Background: an optimization exercise with open tools, aiming at small area. Do not read the settings as production practice.
Only simulation tests tie the RTL to the original design; equivalence was not proved.
Power is estimated from default activity; no workload was simulated.

alpha:
## matmul_datapath
module matmul_datapath (
  input  wire logic                                  clk,
  input  wire logic                                  clr_n,
  input  wire logic [2:0]                            a_en,
  input  wire logic [2:0]                            a_we,
  input  wire logic [5:0]                            a_addr,
  input  wire logic [47:0]                           a_din,
  input  wire logic [2:0]                            b_en,
  input  wire logic [2:0]                            b_we,
  input  wire logic [5:0]                            b_addr,
  input  wire logic [47:0]                           b_din,
  input  wire logic                                  pe_start,
  input  wire logic                                  pe_valid,  
  input  wire logic                                  pe_last,
  input  wire logic                                  capture,
  input  wire logic                                  buf_clear,
  input  wire logic                                  c_wr,
  input  wire logic [3:0]                            c_addr,
  input  wire logic [3:0]                            drain_idx,
  input  wire logic                                  rd_en,
  input  wire logic [3:0]                            rd_addr,
  output logic      [33:0]                           dout_c,
  output logic      [8:0]                            pe_done,
  output logic                                       buf_valid
);
For scale: ~8600 cells after synthesis, about 190 I/O pins.
clock: 10.0 ns
lec_check: 0
cap_margin: 10
core_margin: 2
core_utilization: 60
slew_margin: 10
standard.sh (not shown) runs the stock make flow with config.mk's settings and CLKGATE_MAP_FILE= SYNTH_SCRIPT=/design/flow/synth_recipe.tcl, a recipe that flattens the netlist after the stock synthesis.
==> flow/flow/run.sh <==
#!/bin/bash
# Own layout flow:
#  1. the standard synthesis (standard.sh synth);
#  2. a polarity clean-up of its netlist (flow/polarity.py): inverters and
#     buffers between cells are dissolved, three-input ANDs that share an
#     input pair with many others are split so the pair is computed once,
#     4:1 muxes become and-or-invert gates over shared decoded selects,
#     full/half adders and simple gates
#     are re-typed to read/drive complemented values so that few inverters
#     remain; registers are untouched. The result is checked equivalent to the
#     standard netlist (registers cut into ports by name, ABC cec) and used
#     only if that check passes;
#  3. the standard layout (standard.sh finish) from that netlist, with the
#     clock tree built from clusters of up to 14 sinks per clkbuf_8 and no
#     dummy loads,
#     and the port buffers made with the smallest buffer.
set -euo pipefail
Y=$FLOW_HOME/../tools/install/yosys/bin
export PATH=$Y:$PATH
LIB=$FLOW_HOME/platforms/$FLOW_PLATFORM/lib/sky130_fd_sc_hd__tt_025C_1v80.lib
R=orfs/results/$FLOW_PLATFORM/matmul_datapath/base

bash standard.sh synth > synth.log 2>&1

cp $R/1_2_yosys.v std_netlist.v
if python3 flow/polarity.py $LIB std_netlist.v pol_netlist.v --buffers --factor --mux4 > polarity.log 2>&1 \
   && bash flow/toaig.sh $LIB std_netlist.v std.aig > aig_std.log 2>&1 \
   && bash flow/toaig.sh $LIB pol_netlist.v pol.aig > aig_pol.log 2>&1 \
   && yosys-abc -c "cec std.aig pol.aig" > cec.log 2>&1 \
   && grep -q "Networks are equivalent" cec.log; then
  echo "using the polarity-optimised netlist" | tee -a polarity.log
  cp pol_netlist.v $R/1_2_yosys.v
  rm -f $R/1_synth.odb $R/1_synth.sdc
else
  echo "polarity clean-up not used" | tee -a polarity.log
fi

CTS="-sink_clustering_enable -repair_clock_nets -dont_use_dummy_load"
CTS="$CTS -sink_clustering_size 14 -sink_clustering_max_diameter 60"
CTS="$CTS -buf_list sky130_fd_sc_hd__clkbuf_8"
bash standard.sh "CTS_ARGS=$CTS" \
  "BUFFER_PORTS_ARGS=-buffer_cell sky130_fd_sc_hd__buf_1" finish > layout.log 2>&1
Other scripts of this flow, unchanged in this note and not shown: flow/flow/cutregs.py, flow/flow/polarity.py, flow/flow/toaig.sh
alpha went all the way through synthesis, placement and routing and the layout is clean on timing, DRC and antenna.
Edits applied to the flow inputs when going from alpha to beta:
Settings: SLEW_MARGIN now 20, was 10; CAP_MARGIN now 20, was 10; CORE_UTILIZATION now 65, was 60.
diff --git a/flow/flow/run.sh b/flow/flow/run.sh
--- a/flow/flow/run.sh
+++ b/flow/flow/run.sh
@@ -12,5 +12,5 @@
 #     only if that check passes;
 #  3. the standard layout (standard.sh finish) from that netlist, with the
-#     clock tree built from clusters of up to 14 sinks per clkbuf_8 and no
+#     clock tree built from clusters of up to 16 sinks per clkbuf_8 and no
 #     dummy loads,
 #     and the port buffers made with the smallest buffer.
@@ -37,5 +37,5 @@
 
 CTS="-sink_clustering_enable -repair_clock_nets -dont_use_dummy_load"
-CTS="$CTS -sink_clustering_size 14 -sink_clustering_max_diameter 60"
+CTS="$CTS -sink_clustering_size 16 -sink_clustering_max_diameter 60"
 CTS="$CTS -buf_list sky130_fd_sc_hd__clkbuf_8"
 bash standard.sh "CTS_ARGS=$CTS" \
Notes after the runs:
- Summary of beta over alpha: final design instance area without fill lost 0.70%; number of cells on the critical path lost 1; non-clock buffer count lost 3.3%.
- Die area: beta vs alpha down 15000 sq um
- Status | beta and alpha | clean
Inputs modified between beta and gamma:
diff --git a/flow/flow/run.sh b/flow/flow/run.sh
--- a/flow/flow/run.sh
+++ b/flow/flow/run.sh
@@ -12,5 +12,5 @@
 #     only if that check passes;
 #  3. the standard layout (standard.sh finish) from that netlist, with the
-#     clock tree built from clusters of up to 16 sinks per clkbuf_8 and no
+#     clock tree built from clusters of up to 14 sinks per clkbuf_8 and no
 #     dummy loads,
 #     and the port buffers made with the smallest buffer.
@@ -37,5 +37,5 @@
 
 CTS="-sink_clustering_enable -repair_clock_nets -dont_use_dummy_load"
-CTS="$CTS -sink_clustering_size 16 -sink_clustering_max_diameter 60"
+CTS="$CTS -sink_clustering_size 14 -sink_clustering_max_diameter 60"
 CTS="$CTS -buf_list sky130_fd_sc_hd__clkbuf_8"
 bash standard.sh "CTS_ARGS=$CTS" \
Notes after the runs:
Going from beta to gamma, area added between synthesis and finish held steady, total routing usage reported by global routing saw little to no change, sequential share of cell area barely changed. The total leakage power of beta and that of gamma are within noise of each other. Compared with beta, in gamma share of the core filled with cells in the final layout stayed essentially flat; clock latency at the later pin of the worst-skew pair went up 0.02 ns; sequential group share of total power down 0.2 points; wire length after detailed routing stayed essentially flat; cell area roughly the same. gamma against beta: fraction of final layout cells sized beyond drive strength 1 neither gained nor lost much; power per unit of standard cell area went up about 0.37%.

---

## run a
Another version of the RTL of matmul_datapath (not shown whole).
For scale: roughly 190 I/O pins, ~120,000 um^2 of cells after synthesis.
clock: 10.0 ns
lec_check: 0
cap_margin: 10
core_margin: 2
core_utilization: 65
slew_margin: 10
==> flow/flow/run.sh <==
#!/bin/bash
# Own layout flow:
#  1. the standard synthesis (standard.sh synth);
#  2. a polarity clean-up of its netlist (flow/polarity.py): inverters and
#     buffers between cells are dissolved, three-input ANDs that share an
#     input pair with many others are split so the pair is computed once,
#     4:1 muxes become and-or-invert gates over shared decoded selects,
#     full/half adders and simple gates
#     are re-typed to read/drive complemented values so that few inverters
#     remain; registers are untouched. The result is checked equivalent to the
#     standard netlist (registers cut into ports by name, ABC cec) and used
#     only if that check passes;
#  3. the standard layout (standard.sh finish) from that netlist, with the
#     clock tree built from clusters of up to 14 sinks per clkbuf_8 and no
#     dummy loads,
#     and the port buffers made with the smallest buffer.
set -euo pipefail
Y=$FLOW_HOME/../tools/install/yosys/bin
export PATH=$Y:$PATH
LIB=$FLOW_HOME/platforms/$FLOW_PLATFORM/lib/sky130_fd_sc_hd__tt_025C_1v80.lib
R=orfs/results/$FLOW_PLATFORM/matmul_datapath/base

bash standard.sh synth > synth.log 2>&1

cp $R/1_2_yosys.v std_netlist.v
if python3 flow/polarity.py $LIB std_netlist.v pol_netlist.v --buffers --factor --mux4 > polarity.log 2>&1 \
   && bash flow/toaig.sh $LIB std_netlist.v std.aig > aig_std.log 2>&1 \
   && bash flow/toaig.sh $LIB pol_netlist.v pol.aig > aig_pol.log 2>&1 \
   && yosys-abc -c "cec std.aig pol.aig" > cec.log 2>&1 \
   && grep -q "Networks are equivalent" cec.log; then
  echo "using the polarity-optimised netlist" | tee -a polarity.log
  cp pol_netlist.v $R/1_2_yosys.v
  rm -f $R/1_synth.odb $R/1_synth.sdc
else
  echo "polarity clean-up not used" | tee -a polarity.log
fi

CTS="-sink_clustering_enable -repair_clock_nets -dont_use_dummy_load"
CTS="$CTS -sink_clustering_size 14 -sink_clustering_max_diameter 60"
CTS="$CTS -buf_list sky130_fd_sc_hd__clkbuf_8"
bash standard.sh "CTS_ARGS=$CTS" \
  "BUFFER_PORTS_ARGS=-buffer_cell sky130_fd_sc_hd__buf_1" finish > layout.log 2>&1
Other scripts of this flow, unchanged in this note and not shown: flow/flow/cutregs.py, flow/flow/polarity.py, flow/flow/toaig.sh
Looking at the reports, run a completed the entire flow and the layout it produced met the timing, DRC and antenna checks.
Changes in run b relative to run a:
-- flow/flow/run.sh --
<<< run a, line 12
#     only if that check passes;
#  3. the standard layout (standard.sh finish) from that netlist, with the
#     clock tree built from clusters of up to 14 sinks per clkbuf_8 and no
#     dummy loads,
#     and the port buffers made with the smallest buffer.
set -euo pipefail
>>> run b, line 12
#     only if that check passes;
#  3. the standard layout (standard.sh finish) from that netlist, with the
#     clock tree built from fewer, larger sink clusters and no dummy loads,
#     and the port buffers made with the smallest buffer.
set -euo pipefail
<<< run a, line 37

CTS="-sink_clustering_enable -repair_clock_nets -dont_use_dummy_load"
CTS="$CTS -sink_clustering_size 14 -sink_clustering_max_diameter 60"
CTS="$CTS -buf_list sky130_fd_sc_hd__clkbuf_8"
bash standard.sh "CTS_ARGS=$CTS" \
  "BUFFER_PORTS_ARGS=-buffer_cell sky130_fd_sc_hd__buf_1" finish > layout.log 2>&1
>>> run b, line 36

CTS="-sink_clustering_enable -repair_clock_nets -dont_use_dummy_load"
CTS="$CTS -sink_clustering_size 24 -sink_clustering_max_diameter 80"
CTS="$CTS -buf_list sky130_fd_sc_hd__clkbuf_16"
bash standard.sh "CTS_ARGS=$CTS" \
  "BUFFER_PORTS_ARGS=-buffer_cell sky130_fd_sc_hd__buf_1" finish > layout.log 2>&1
Results
Lower met2 wire length was reported by run a, not run b. Comparing run b against run a, there is no change at all in effective utilization at floorplan. The lower number of cells traversed by the worst register-to-register path of run b and run a is in run b. Of run b and run a, the run reporting the higher combinational cell fraction of total power was run a. Run b against run a: clock latency reported for the late side of the worst-skew pair lower, total power rose by about 1.6%, time the worst path needs with I/O delays and setup has increased, switching fraction of total power went down 0.76 points, non-clock buffer count stayed essentially flat.

[afterwards: timing with drivers on the ports]
How much do the figures lean on ideal ports? The routed layouts below were timed once more, with nothing changed but the port constraints.
Step 1 assumes that a clkbuf_16 drives the clock port and a buf_2 every other input.
Step 2 moves the port delays by t, midway between the first and last clock arrival at a register: inputs arrive t later, outputs are due t later. That takes back most of the time a late clock gives input paths.
Slacks: ideal / step 1 / step 2; pairs: ideal / step 1.
| run | t, ns | slack for setup (ns) | slew at the worst register clock pin (ns) | worst data-port slew with drivers (ns) | pins driven straight from the clock port |
|---|---|---|---|---|---|
| alpha | 1.002 | 0.928 / 0.973 / -0.029 | 0.09 / 0.09 | 0.25 | 1 |
| beta | 1.026 | 1.087 / 1.122 / 0.096 | 0.10 / 0.10 | 0.08 | 1 |
| gamma | 1.028 | 1.072 / 1.105 / 0.077 | 0.10 / 0.10 | 0.07 | 1 |
| run a | 1.043 | 0.951 / 1.016 / -0.027 | 0.09 / 0.09 | 0.09 | 1 |
| run b | 0.852 | 0.786 / 0.857 / 0.005 | 0.10 / 0.10 | 0.08 | 1 |
With both steps, setup timing fails in alpha and run a, where it was met with ideal ports. For gamma, which loses most, drivers alone change the setup slack by +0.033 ns; drivers and shift together by -0.995 ns.
